From an optimization exercise on the open Yosys and OpenROAD flow, aimed at small area, a short achievable clock period and few clock cycles; shortcuts taken in it are not production practice. No functional check of the RTL was part of any run shown here.

==> flow/design.v, too long to show whole: its modules and the start of the top module <==
// module matmul_sequencer: 1495 lines
module matmul_sequencer (
  input  logic       clk,
  input  logic       rst,
  input  logic       rx_valid,
  input  logic [7:0] rx_data,
  output logic [7:0] tx_data,
  output logic       tx_valid,
  input  logic       tx_ready,
  output logic       busy,
  output logic       done,
  output logic       err
);
  // ...
==> flow/flow/run.sh <==
#!/bin/bash
set -euo pipefail
bash standard.sh SETUP_SLACK_MARGIN=7.65 CTS_CLUSTER_SIZE=25 CTS_CLUSTER_DIAMETER=70 finish > standard.log 2>&1
==> flow/standard.sh <==
#!/bin/bash
# synth_recipe.tcl (not shown) runs the flow's synth.tcl, then flattens the netlist and writes it again
# the make line also repeats each setting of config.mk as NAME=value (left out here)
make -C /OpenROAD-flow-scripts/flow DESIGN_CONFIG=/design/flow/config.mk WORK_HOME=/design/flow/orfs CLKGATE_MAP_FILE= SYNTH_SCRIPT=/design/flow/synth_recipe.tcl "${@:-finish}"
==> flow/config.mk <==
export PLATFORM = sky130hd
export DESIGN_NAME = matmul_sequencer
export DESIGN_NICKNAME = matmul_sequencer
export VERILOG_FILES = /design/flow/design.v
export SDC_FILE = /design/flow/constraint.sdc
export NUM_CORES = 4
export LEC_CHECK = 0
export CAP_MARGIN = 20
export CORE_MARGIN = 2
export CORE_UTILIZATION = 40
export PLACE_DENSITY = 0.6
export SLEW_MARGIN = 20
==> flow/constraint.sdc <==
create_clock -name core_clock -period 11.0 [get_ports {clk}]
set_input_delay 2.2000 -clock core_clock [delete_from_list [all_inputs] [get_ports {clk}]]
set_output_delay 2.2000 -clock core_clock [all_outputs]
set_load 0.01 [all_outputs]
==> results_dict.tcl, run 1 <==
set metrics [dict create \
    chipHeight_um 353 \
    wl_per_cell_um 20.9 \
    wl_met3_mm 6.81 \
    critPathCaptureType "flop" \
    seq_share_pct 51.1 \
    die_w_um 353 \
    r2r-end "cr[4][31]" \
    r2r_slack_ps 7720 \
    ys_top_cells_by_area "dfxtp_1 48%, fa_1 9.3%, edfxtp_1 5.9%, a22oi_1 3.9%, xnor2_1 3.9%" \
    cts_tree "yes" \
    grtUsageMet2_pct 30.2 \
    tightestPinTransition_ps 890 \
    rsz0062_at_grt "yes" \
    outcome "no timing/DRC/antenna violations" \
    top_usage_layer "met2" \
    synthFlopType "dfxtp_1" \
    synth_top_family_by_area "adder cells" \
    syn_to_final_growth_pct 11.0 \
    post_cts_resized 156 \
    port-buffer-count 23 \
    synth_top_area_share_pct 47.8 \
    crit_path_start_kind "primary input" \
    async_flop_share_pct 4.25 \
    met3_usage_pct 2.79 \
    layout_min_cycle_time_ps 3570 \
    wl_met2_mm 53.4 \
    wirelength_mm 118 \
    core_area_mm2 0.121 \
    period_share_pct 32.4 \
    grt_overflow 0 \
    critPathLaunch "rx_data[6]" \
    ant_nets 0 \
]
==> inputs of run 2 (changes only) <==
--- a/flow/design.v
+++ b/flow/design.v
@@ -6,17 +6,18 @@
   output logic [7:0] tx_data,
   output logic       tx_valid,
   input  logic       tx_ready,
   output logic       busy,
   output logic       done,
   output logic       err
 );
   localparam logic [1:0] S_HDR = 2'd0, S_A = 2'd1, S_B = 2'd2, S_RUN = 2'd3;
-  logic [1:0]  st_q, bcnt_q, hcnt_q, lph_q;
+  logic [1:0]  st_q, st, bcnt_q, hcnt_q, lph_q;
+  logic        hv_q;
   logic [1:0]  mm1_q, nm1_q, pm1_q, ci_q, ck_q;
   logic [23:0] word_q;
   logic        nz_q, busy_q, done_q, err_q;
   logic [31:0] hw_q;
   logic [1:0]  tk_q, tr_q, tj_q;
   logic        tfirst_q, tfinal_q, apend_q;
   logic [2:0]  pc_q;
   logic [31:0] ar [0:3][0:3];
@@ -28,25 +29,27 @@
   logic        wfin_q;
   logic [1:0]  wfj_q;
   logic [2:0]  fcol_q;
   logic [31:0] w_q;
   logic        wv_q, wlast_q;
   logic [1:0]  wb_q, oi_q, oj_q;
   logic        oall_q;
   logic [7:0]  tx_data_q;
-  logic        tx_valid_q, tx_last_q;
+  logic        tx_valid_q, tx_last_q, txe_q, run;
   logic        rxv, wend, hdr_ok, bload, going_busy, awe;
   logic [31:0] word_d;
-  assign rxv    = rx_valid & ~busy_q;
+  assign st     = hv_q ? S_A : st_q;
+  assign run    = (st == S_RUN);
+  assign rxv    = rx_valid & ~run;
   assign wend   = rxv & (bcnt_q == 2'd3);
   assign word_d = {word_q, rx_data};
   assign hdr_ok = ~nz_q & (rx_data[7:3] == 5'd0) & (rx_data[2:0] != 3'd0) &
                   ~(rx_data[2] & (rx_data[1:0] != 2'd0));
-  assign bload  = wend & (st_q == S_B);
+  assign bload  = wend & (st == S_B);
   assign going_busy = bload & (ci_q == nm1_q) & (ck_q == pm1_q);
   assign awe    = apend_q & ((lph_q + 2'd1) == tr_q);
   always_ff @(posedge clk) begin
     if (rxv) word_q <= word_d[23:0];
     if (wend) hw_q <= word_d;
   end
   always_comb begin
     for (int k = 0; k < 4; k++) begin
@@ -71,17 +74,17 @@
       cr[k][2] <= cr[k][1];
       cr[k][3] <= cr[k][2];
     end
   end
   logic [1:0]  ksel;
   logic [31:0] anext;
   logic [32:0] ax;
   logic [15:0] bone_q, btwo_q, bneg_q;
-  assign ksel  = (bcnt_q == 2'd3 && st_q == S_B) ? ci_q : tk_q;
+  assign ksel  = (bcnt_q == 2'd3 && st == S_B) ? ci_q : tk_q;
   assign anext = ains[ksel];
   assign ax    = {anext, 1'b0};
   always_ff @(posedge clk) begin
     for (int i = 0; i < 16; i++) begin
       bone_q[i] <= ax[2*i] ^ ax[2*i+1];
       btwo_q[i] <= (ax[2*i+2] & ~ax[2*i+1] & ~ax[2*i]) |
                    (~ax[2*i+2] & ax[2*i+1] & ax[2*i]);
       bneg_q[i] <= ax[2*i+2];
@@ -1315,42 +1318,47 @@
   assign t_s[30] = c270;
   assign t_c[30] = s271;
   assign t_s[31] = c271;
   assign t_c[31] = s272;
   always_ff @(posedge clk) cut_q <= cut_d;
   logic        take, txfree, busy_eff, tx_go, w_to_tx, wfree, avail, load, direct;
   logic [31:0] src;
   logic [7:0]  wbyte;
-  assign take     = tx_valid_q & tx_ready;
-  assign txfree   = ~tx_valid_q | tx_ready;
-  assign busy_eff = busy_q | going_busy;
+  assign take     = ~txe_q & tx_ready;
+  assign txfree   = txe_q | tx_ready;
+  assign busy_eff = run | going_busy;
   assign tx_go    = txfree & busy_eff;
   assign w_to_tx  = tx_go & wv_q;
-  assign wfree    = ~wv_q | (txfree & busy_q & (wb_q == 2'd3));
+  assign wfree    = ~wv_q | (txfree & run & (wb_q == 2'd3));
   assign src      = cr[oj_q][0];
-  assign avail    = st_q[1] & ~oall_q & ((lph_q + 2'd2) == oi_q) &
+  assign avail    = st[1] & ~oall_q & ((lph_q + 2'd2) == oi_q) &
                     (({1'b0, oj_q} < fcol_q) | (wfin_q & (wfj_q == oj_q)));
   assign load     = avail & wfree;
   assign direct   = load & tx_go & ~wv_q;
   always_comb begin
     unique case (wb_q)
       2'd0:    wbyte = w_q[31:24];
       2'd1:    wbyte = w_q[23:16];
       2'd2:    wbyte = w_q[15:8];
       default: wbyte = w_q[7:0];
     endcase
   end
+  always_ff @(posedge clk or posedge rst) begin
+    if (rst) txe_q <= 1'b1;
+    else if (tx_go) txe_q <= ~(wv_q | direct);
+  end
   always_ff @(posedge clk) begin
     if (load) w_q <= src;
     if (tx_go) tx_data_q <= wv_q ? wbyte : src[31:24];
   end
   always_ff @(posedge clk or posedge rst) begin
     if (rst) begin
       st_q      <= S_HDR;
+      hv_q      <= 1'b0;
       bcnt_q    <= '0;
       hcnt_q    <= '0;
       lph_q     <= '0;
       mm1_q     <= '0;
       nm1_q     <= '0;
       pm1_q     <= '0;
       ci_q      <= '0;
       ck_q      <= '0;
@@ -1378,22 +1386,24 @@
       oi_q      <= '0;
       oj_q      <= '0;
       oall_q    <= 1'b0;
       tx_valid_q <= 1'b0;
       tx_last_q <= 1'b0;
     end else begin
       done_q <= 1'b0;
       err_q  <= 1'b0;
+      hv_q   <= 1'b0;
+      if (hv_q) st_q <= S_A;
       lph_q  <= lph_q + 2'd1;
       if (rxv) begin
         bcnt_q <= bcnt_q + 2'd1;
         nz_q   <= (bcnt_q == 2'd3) ? 1'b0 : (nz_q | (rx_data != 8'd0));
       end
-      unique case (st_q)
+      unique case (st)
         S_HDR: begin
           ci_q <= '0;
           ck_q <= '0;
           if (rxv) lph_q <= 2'd0;
           if (wend) begin
             unique case (hcnt_q)
               2'd0:    mm1_q <= rx_data[1:0] - 2'd1;
               2'd1:    nm1_q <= rx_data[1:0] - 2'd1;
@@ -1401,17 +1411,17 @@
             endcase
             if (!hdr_ok) begin
               err_q  <= 1'b1;
               hcnt_q <= '0;
             end else begin
               hcnt_q <= hcnt_q + 2'd1;
               if (hcnt_q == 2'd2) begin
                 hcnt_q <= '0;
-                st_q   <= S_A;
+                hv_q   <= 1'b1;
               end
             end
           end
         end
         S_A: if (wend) begin
           tk_q    <= ck_q;
           tr_q    <= ci_q;
           apend_q <= 1'b1;
@@ -1442,26 +1452,26 @@
               ci_q <= ci_q + 2'd1;
             end
           end else begin
             ck_q <= ck_q + 2'd1;
           end
         end
         default: ;
       endcase
-      if (awe && !(st_q == S_A && wend)) apend_q <= 1'b0;
+      if (awe && !(st == S_A && wend)) apend_q <= 1'b0;
       if (bload) pc_q <= 3'd4;
       else if (pc_q != 3'd0) pc_q <= pc_q - 3'd1;
       s2v_q    <= (pc_q != 3'd0);
       s2j_q    <= tj_q;
       s2fin_q  <= tfinal_q;
       s2last_q <= (pc_q == 3'd1);
       wfin_q   <= s2v_q & s2fin_q;
       wfj_q    <= s2j_q;
-      if (st_q == S_HDR) fcol_q <= '0;
+      if (st == S_HDR) fcol_q <= '0;
       else if (s2v_q && s2fin_q && s2last_q) fcol_q <= fcol_q + 3'd1;
       if (load) begin
         wv_q    <= 1'b1;
         wb_q    <= direct ? 2'd1 : 2'd0;
         wlast_q <= (oi_q == mm1_q) && (oj_q == pm1_q);
         if (oj_q == pm1_q) begin
           oj_q <= '0;
           if (oi_q == mm1_q) oall_q <= 1'b1;
==> results_dict.tcl, run 2 <==
set metrics [dict create \
    outcome "no timing/DRC/antenna violations" \
    drc 0 \
    synthCells 4095 \
    finalSetupViolations 0 \
    dp_hpwl_mm 79.3 \
    htree_levels 3 \
    ys_seq_area_share_pct 55.6 \
    cts.path.max_buffers 3 \
    ios 24 \
    post-route-util_pct 45.1 \
    wl_met2_mm 55.0 \
    die-area_mm2 0.127 \
    root_buffer "clkbuf_16" \
    cts_sinks 1319 \
    wl_met3_mm 7.34 \
    tightestPinTransition_ps 927 \
    via_per_inst 5.18 \
    first_iter_violations 2498 \
    synth_most_common_cell "dfxtp_1" \
    cap_violations 0 \
    crit_path_start_kind "flop" \
    gp_congestion 0.848 \
    crit_path_top_delay_cell "edfxtp_1" \
    clk_latency_ps 700 \
    period_share_pct 31.0 \
    syn_avg_cell_area_um2 12.2 \
    num_vias 29935 \
    antenna_found_initial 2 \
    dr.pass1.iters 7 \
    top_layer_used "met4" \
    grt.total_usage_pct 19.3 \
    max_freq_ghz 0.293 \
    multi_input_area_mm2 0.0204 \
    tns_ps 0 \
    synth-seq-cells 1319 \
    synth_top_area_share_pct 46.9 \
    chipHeight_um 357 \
    layout_min_cycle_time_ps 3410 \
    slew_headroom_pct 38.2 \
    wl_per_cell_um 21.3 \
    mostFrequentLayoutCells "1,153 x dfxtp_1, 305 x inv_1, 246 x nand2_1" \
    synth_commonest_cells "1,165 x dfxtp_1, 314 x inv_1, 257 x a22oi_1" \
    grt_overflow 0 \
    crit_path_cell_trace "buf_2" \
    numCtsBuffers 76 \
    rsz0062_at_grt "yes" \
    grt_pass1_vias 30051 \
    wl_met1_mm 56.8 \
    skew_ps 30.6 \
    grt_max_degree 70 \
    syn-num-nets 4416 \
    yosysWarnings 6 \
    ys_types 87 \
    synth_edf_count 96 \
    start_util_pct 40.2 \
    critPathKind "flop to output pin" \
    synthFlopType "dfxtp_1" \
    syn_to_final_growth_pct 12.0 \
    min_path_type "flop to flop" \
    cp_num_buf_inv 1 \
    grt_pass1_wl_mm 187 \
    critical_path_required_ps 8800 \
    cp.arrival_ps 1210 \
    die_w_um 357 \
    drive_above_1_share_pct 14.3 \
    final_common_cell "dfxtp_1" \
    cts_tree "yes" \
    num_rows 129 \
    core_area_mm2 0.124 \
    postCtsHoldBufs 0 \
    critPathCaptureType "output pin" \
    fillCellCount 11360 \
    final_nets 4408 \
    ant_nets 0 \
    wirelength_mm 123 \
    critical_path_peak_fanout 1 \
    ys_top_cells_by_area "dfxtp_1 47%, fa_1 9.1%, edfxtp_1 5.8%, a22oi_1 3.9%, xnor2_1 3.6%" \
    cpPeakStageDelay_ps 380 \
    area.sequential_mm2 0.0277 \
    largestRegisters "ar: 512 flops, cr: 512 flops, cut_q: 93 flops" \
    yosys.area.top_type "dfxtp_1" \
    drv_slew 0 \
    clk_pin_slew_ps 90 \
    async_flop_share_pct 4.40 \
    syn_area_mm2 0.0498 \
    port-buffer-count 23 \
    final_hold_viol_count 0 \
    critPathTopFamily "flip-flops" \
]
==> run 2: changes by cell type in the layout (fill, tap and decap cells not counted), moves of 14 or more <==
| cell | before | now |
|---|---|---|
| o2111a_1 | 0 | 14 |
| xnor2_1 | 216 | 201 |
| o31ai_1 | 2 | 17 |
| mux2_2 | 143 | 115 |
| buf_4 | 83 | 100 |
| o211ai_1 | 6 | 44 |
| mux2i_1 | 69 | 101 |
| or3_1 | 15 | 31 |
| o211a_1 | 0 | 15 |
| nand2b_1 | 46 | 30 |
| a21o_1 | 36 | 20 |
==> run 2: metrics by stage <==
stage / worst slack [ps] / instances / hold WS [ps] / area, µm²
after floorplan: 7160 / 4095 / 310 / 49900
after CTS: 7540 / 5739 / 319 / 55000
after global placement: 6210 / 5548 / 309 / 51600
after global routing: 7530 / 5774 / 324 / 55700
after detailed placement: 6180 / 5549 / 312 / 51600
final: 7590 / 5775 / 316 / 55700
==> run 2: worst paths after layout <==
kind | startpoint | endpoint | slack [ps] | cells after the start
worst min-delay path | ar[2][0] | ar[3][0] | 320 | 0
worst max-delay path | tx_data_q[6] | tx_data[6] | 7590 | 1
max in group asynchronous | rst | tj_q[0] | 8380 | 3
min in group asynchronous | rst | mm1_q[0] | 2110 | 3
worst min register to register | ar[2][0] | ar[3][0] | 320 | 0
worst max register to register | cut_q[17] | cr[8][29] | 7680 | 13
==> run 2: kinds of logic after synthesis <==
| group | synth area share, % |
|---|---|
| AND/OR/NAND/NOR | 5.07 |
| XOR/XNOR | 6.37 |
| adder cells (fa/ha/maj) | 11.2 |
| multiplexers | 6.26 |
| buffers and inverters | 4.58 |
| AO/OA/AOI/OAI | 10.9 |
| flip-flops | 55.6 |
==> run 2: layout make-up <==
cell class / count / share of cell area (%)
clock buffer: 89 / 3.55
multi-input combinational: 2195 / 36.7
antenna: 1 / 0.00449
tap: 1637 / 3.68
sequential: 1319 / 49.7
timing repair buffer: 178 / 3.13
timing repair inverter: 2 / 0.0269
clock inverter: 39 / 1.09
inverter: 315 / 2.16
==> run 2: metal layers <==
layer	up-vias	global-route usage (%)
li1	13858	-
met1	14902	27.0
met2	937	30.1
met3	238	3.09
met4	0	6.99
met5	-	0
==> run 2: what timing repair did <==
action / in CTS / in global routing
resized for setup: 118 / 106
endpoints found under the setup margin: 290 / 155
cloned: 5 / 1
pin swaps: 10 / 48
setup buffers: 57 / 34

what the ideal ports hide:
In the flow no input, the clock included, has a driving cell. The finished layouts below were timed again as built, in two steps.
Step 1 (the two cells are an assumption about what drives the block):
set clk [get_ports {clk}]
set_driving_cell -lib_cell sky130_fd_sc_hd__clkbuf_16 $clk
set_driving_cell -lib_cell sky130_fd_sc_hd__buf_2 [delete_from_list [all_inputs] $clk]
Step 2 times the ports against the registers' clock, not the clock port: input delays grow and output delays shrink by t, the midpoint of the rising clock arrivals with the driver on.
Slacks: ideal / step 1 / step 2; pairs: ideal / step 1.
run | t, ns | setup slack, ns | hold slack, ns
run 1 | 0.723 | 7.434 / 7.446 / 6.723 | 0.315 / 0.315 / 0.315
run 2 | 0.755 | 7.589 / 7.517 / 6.946 | 0.316 / 0.316 / 0.316
After both steps setup and hold are still met in every run listed. For run 1, which loses most, drivers alone change the setup slack by +0.012 ns; drivers and shift together by -0.711 ns.
